Background: an optimization exercise with open tools, aiming at small area, a short achievable clock period and few clock cycles. Do not read the settings as production practice.
In this exercise RTL edits were held to simulation tests only and were not proved equivalent to the original.
No driver is modelled on the clock port, so clocking that relies on it looks cheaper here than on a real chip.
Power figures rest on the tool's default switching activity, not on a simulated workload.

==> flow/design.v (excerpt) <==
module round_robin_thread_scheduler
#(
  parameter int MAX_THREADS = 16
) (
  input  wire logic        clk_i,
  input  wire logic        rst_ni,
  input  wire logic        in_valid_i,
  output logic             in_stall_o,
  input  wire logic [2:0]  mode_i,
  input  wire logic [3:0]  thread_id_i,
  input  wire logic [15:0] sleep_quanta_i,
  output logic             out_valid_o,
  input  wire logic        out_stall_i,
  output logic [1:0]       status_o,
  output logic [31:0]      result_value_o,
  output logic [3:0]       running_thread_o,
  output logic             running_valid_o,
  output logic [31:0]      total_quanta_o
);
clock: 12.0 ns
lec_check: 0
cap_margin: 20
core_margin: 2
core_utilization: 52
place_density: 0.62
slew_margin: 65
tns_end_percent: 0
standard.sh (not shown) runs the stock make flow with config.mk's settings and CLKGATE_MAP_FILE= SYNTH_SCRIPT=/design/flow/synth_recipe.tcl, a recipe that flattens the netlist after the stock synthesis.
==> flow/flow/run.sh <==
#!/bin/bash
# Standard layout with a tighter setup repair target (the clock stays at the design's period),
# a clock tree of fewer buffers and no dummy loads, port buffers sized up before clock tree
# synthesis, and cells stepped down in size after it wherever the worst slack allows.
cp standard.sh standard_copy.txt
export SETUP_SLACK_MARGIN=${SETUP_SLACK_MARGIN_OVERRIDE:-8.6}
export CTS_ARGS="-sink_clustering_enable -repair_clock_nets -dont_use_dummy_load -sink_clustering_size 22 -sink_clustering_max_diameter 100 -buf_list {sky130_fd_sc_hd__clkbuf_16}"
export PRE_CTS_TCL=$PWD/flow/iobuf.tcl
export POST_CTS_TCL=$PWD/flow/downsize.tcl
bash standard.sh > standard.log 2>&1
Other scripts of this flow, unchanged in this note and not shown: flow/flow/downsize.tcl, flow/flow/iobuf.tcl
Testbench counts at the start, summed over its fixed seeds: cycles 49,907.
Next try:
--- a/flow/flow/run.sh
+++ b/flow/flow/run.sh
@@ -5,3 +5,3 @@
 cp standard.sh standard_copy.txt
-export SETUP_SLACK_MARGIN=${SETUP_SLACK_MARGIN_OVERRIDE:-8.6}
+export SETUP_SLACK_MARGIN=${SETUP_SLACK_MARGIN_OVERRIDE:-8.4}
 export CTS_ARGS="-sink_clustering_enable -repair_clock_nets -dont_use_dummy_load -sink_clustering_size 22 -sink_clustering_max_diameter 100 -buf_list {sky130_fd_sc_hd__clkbuf_16}"
--- a/flow/config.mk
+++ b/flow/config.mk
@@ -9,5 +9,5 @@
 export CORE_MARGIN = 2
-export CORE_UTILIZATION = 52
-export PLACE_DENSITY = 0.62
-export SLEW_MARGIN = 65
+export CORE_UTILIZATION = 60
+export PLACE_DENSITY = 0.7
+export SLEW_MARGIN = 20
 export TNS_END_PERCENT = 0
What happened: Via count hardly moves. Register-to-register slack is worse by 0.18 ns. Wire length shrinks by a few percent. First-iteration DRC count grows by a few percent. Worst setup slack is worse by 0.16 ns. Global-route usage grows by 3.7 points. Worst hold slack is about the same. Synthesized area stays the same. Clock power stays flat. Final area shrinks by a few percent.
Next try:
--- a/flow/flow/run.sh
+++ b/flow/flow/run.sh
@@ -5,3 +5,3 @@
 cp standard.sh standard_copy.txt
-export SETUP_SLACK_MARGIN=${SETUP_SLACK_MARGIN_OVERRIDE:-8.4}
+export SETUP_SLACK_MARGIN=${SETUP_SLACK_MARGIN_OVERRIDE:-8.6}
 export CTS_ARGS="-sink_clustering_enable -repair_clock_nets -dont_use_dummy_load -sink_clustering_size 22 -sink_clustering_max_diameter 100 -buf_list {sky130_fd_sc_hd__clkbuf_16}"
@@ -9,2 +9,3 @@
 export POST_CTS_TCL=$PWD/flow/downsize.tcl
+export REMOVE_ABC_BUFFERS=1
 bash standard.sh > standard.log 2>&1
--- a/flow/config.mk
+++ b/flow/config.mk
@@ -9,4 +9,4 @@
 export CORE_MARGIN = 2
-export CORE_UTILIZATION = 60
-export PLACE_DENSITY = 0.7
+export CORE_UTILIZATION = 52
+export PLACE_DENSITY = 0.62
 export SLEW_MARGIN = 20
What happened:
- The new run ran to the end with no violations
- cell count came out higher by a few percent
- wire length came out higher by a few percent
- via count came out lower slightly
- non-clock buffer count came out higher by 7
- global-route usage came out lower by 4.0 points
- flip-flop and latch count stays the same
- power came out higher slightly
- hold slack is better by 0.015 ns
- core utilization came out lower by 8.4 points
- area after synthesis stays the same
- register-to-register slack is better by 0.09 ns
Next try:
--- a/flow/flow/run.sh
+++ b/flow/flow/run.sh
@@ -9,3 +9,2 @@
 export POST_CTS_TCL=$PWD/flow/downsize.tcl
-export REMOVE_ABC_BUFFERS=1
 bash standard.sh > standard.log 2>&1
--- a/flow/config.mk
+++ b/flow/config.mk
@@ -7,3 +7,3 @@
 export LEC_CHECK = 0
-export CAP_MARGIN = 20
+export CAP_MARGIN = 40
 export CORE_MARGIN = 2
@@ -11,3 +11,3 @@
 export PLACE_DENSITY = 0.62
-export SLEW_MARGIN = 20
+export SLEW_MARGIN = 50
 export TNS_END_PERCENT = 0
Core utilization increases by 0.14 points.
Critical path depth decreases by 3.
Power decreases by about 0.6%.
Setup slack improved by 0.022 ns.
Next try:
--- a/flow/config.mk
+++ b/flow/config.mk
@@ -7,3 +7,3 @@
 export LEC_CHECK = 0
-export CAP_MARGIN = 40
+export CAP_MARGIN = 20
 export CORE_MARGIN = 2
@@ -11,3 +11,3 @@
 export PLACE_DENSITY = 0.62
-export SLEW_MARGIN = 50
+export SLEW_MARGIN = 35
 export TNS_END_PERCENT = 0
=> Total power stays flat. Worst setup slack improved by 0.030 ns. Final cell count stays flat.

round_robin_thread_scheduler, a different RTL version from the one above (not shown whole).
Size in the first run: roughly 3,800 cells after synthesis, roughly 1,100 flip-flops.
==> flow/config.mk <==
export PLATFORM = sky130hd
export DESIGN_NAME = round_robin_thread_scheduler
export DESIGN_NICKNAME = round_robin_thread_scheduler
export VERILOG_FILES = /design/flow/design.v
export SDC_FILE = /design/flow/constraint.sdc
export NUM_CORES = 8
export LEC_CHECK = 0
export CAP_MARGIN = 20
export CORE_MARGIN = 2
export CORE_UTILIZATION = 40
export SLEW_MARGIN = 20
==> flow/constraint.sdc <==
create_clock -name core_clock -period 12.0 [get_ports {clk_i}]
set_input_delay 2.4000 -clock core_clock [delete_from_list [all_inputs] [get_ports {clk_i}]]
set_output_delay 2.4000 -clock core_clock [all_outputs]
set_load 0.01 [all_outputs]
==> flow/flow/run.sh <==
#!/bin/bash
# Standard layout with a tighter setup repair target (the clock stays at the design's period),
# a clock tree of smaller buffers, larger sink clusters and no dummy loads, and port buffers
# sized up before clock tree synthesis.
cp standard.sh standard_copy.txt
export SETUP_SLACK_MARGIN=${SETUP_SLACK_MARGIN_OVERRIDE:-8.7}
export CTS_ARGS="-sink_clustering_enable -repair_clock_nets -dont_use_dummy_load -sink_clustering_size 22 -sink_clustering_max_diameter 100 -buf_list {sky130_fd_sc_hd__clkbuf_16}"
export PRE_CTS_TCL=$PWD/flow/iobuf.tcl
bash standard.sh > standard.log 2>&1
==> flow/flow/iobuf.tcl <==
# Size up the port buffers: the standard flow leaves slow delay cells or small buffers on the
# ports whose paths already meet the repair target.
proc iobuf_fix { inst } {
  set cell [get_property $inst ref_name]
  if { [string match "*dly*" $cell] || [string match "*__buf_1" $cell] || [string match "*__buf_2" $cell] } {
    puts "iobuf: [get_full_name $inst] $cell -> sky130_fd_sc_hd__buf_4"
    replace_cell [get_full_name $inst] sky130_fd_sc_hd__buf_4
  }
}
foreach port [all_outputs] {
  set net [get_nets -quiet [get_full_name $port]]
  if { $net == "" } { continue }
  foreach pin [get_pins -quiet -of_objects $net -filter "direction == output"] {
    iobuf_fix [get_cells -of_objects $pin]
  }
}
foreach port [all_inputs] {
  set name [get_full_name $port]
  if { $name == "clk_i" } { continue }
  set net [get_nets -quiet $name]
  if { $net == "" } { continue }
  foreach pin [get_pins -quiet -of_objects $net -filter "direction == input"] {
    iobuf_fix [get_cells -of_objects $pin]
  }
}
The starting point finished with timing, DRC and antenna clean.
Testbench counts at the start, summed over its fixed seeds: cycles 49,907.
==> next run, changes <==
--- a/flow/flow/run.sh
+++ b/flow/flow/run.sh
@@ -6 +6 @@
-export SETUP_SLACK_MARGIN=${SETUP_SLACK_MARGIN_OVERRIDE:-8.7}
+export SETUP_SLACK_MARGIN=${SETUP_SLACK_MARGIN_OVERRIDE:-8.4}
Design area drops by a few percent.
Critical path depth drops by 10.
Clock-buffer cell count rises by 1.
Total power drops by a few percent.
Clock skew rose by 0.028 ns.
First-iteration DRC count came out lower by a few percent.
Final cell count went down by a few percent.
Maximum frequency is higher slightly.
Register-to-register slack gets better by 0.10 ns.
==> next run, changes <==
--- a/flow/config.mk
+++ b/flow/config.mk
@@ -10 +10,2 @@
-export CORE_UTILIZATION = 40
+export CORE_UTILIZATION = 60
+export PLACE_DENSITY = 0.7
After rerunning:
- die area is lower by 33%
- via count goes up by 4.6%
- worst setup slack is better by 0.021 ns
- total power goes down by 0.68%
- clock-buffer cell count goes down by 2
- final cell count went down by 9.4%
==> next run, changes <==
--- a/flow/config.mk
+++ b/flow/config.mk
@@ -12,0 +13 @@
+export TNS_END_PERCENT = 0
The changed run finished with timing, DRC and antenna clean.
Hold slack got worse by 0.0056 ns.
Critical path depth falls by 3.
Combinational power falls by 16%.

[what the ideal ports hide]
The flow's constraints put no driver on any port. The routed layouts listed below were extracted and timed again, unchanged, in two steps. Step 1 (the two cells are an assumption about what drives the block):
set clk [get_ports {clk_i}]
set_driving_cell -lib_cell sky130_fd_sc_hd__clkbuf_16 $clk
set_driving_cell -lib_cell sky130_fd_sc_hd__buf_2 [delete_from_list [all_inputs] $clk]
Step 2 moves the port delays by t, midway between the first and last clock arrival at a register: inputs arrive t later, outputs are due t later. That takes back most of the time a late clock gives input paths. Three values: ideal ports, drivers, drivers and shift; two values: the first two.
| run | shift t [ns] | slack for setup (ns) | worst setup path after step 2 | latest minus earliest clock arrival (ns) |
|---|---|---|---|---|
| the first run of note 1 | 0.708 | 8.293 / 8.221 / 7.553 | input to register | 0.062 / 0.061 |
| the second run of note 1 | 0.701 | 8.135 / 8.135 / 7.562 | input to register | 0.081 / 0.081 |
| the third run of note 1 | 0.719 | 8.226 / 8.176 / 7.582 | input to register | 0.090 / 0.089 |
| the fourth run of note 1 | 0.739 | 8.248 / 8.175 / 7.585 | input to register | 0.066 / 0.066 |
| the fifth run of note 1 | 0.713 | 8.278 / 8.204 / 7.584 | input to register | 0.078 / 0.078 |
| the first run of note 2 | 0.754 | 8.099 / 8.019 / 7.266 | input to register | 0.071 / 0.071 |
| the second run of note 2 | 0.737 | 8.147 / 8.071 / 7.414 | input to register | 0.099 / 0.099 |
| the third run of note 2 | 0.712 | 8.168 / 8.095 / 7.448 | input to register | 0.065 / 0.065 |
| the fourth run of note 2 | 0.705 | 8.046 / 8.026 / 7.375 | input to register | 0.049 / 0.048 |
After both steps setup and hold are still met in every run listed. For the first run of note 2, which loses most, drivers alone change the setup slack by -0.080 ns; drivers and shift together by -0.833 ns.
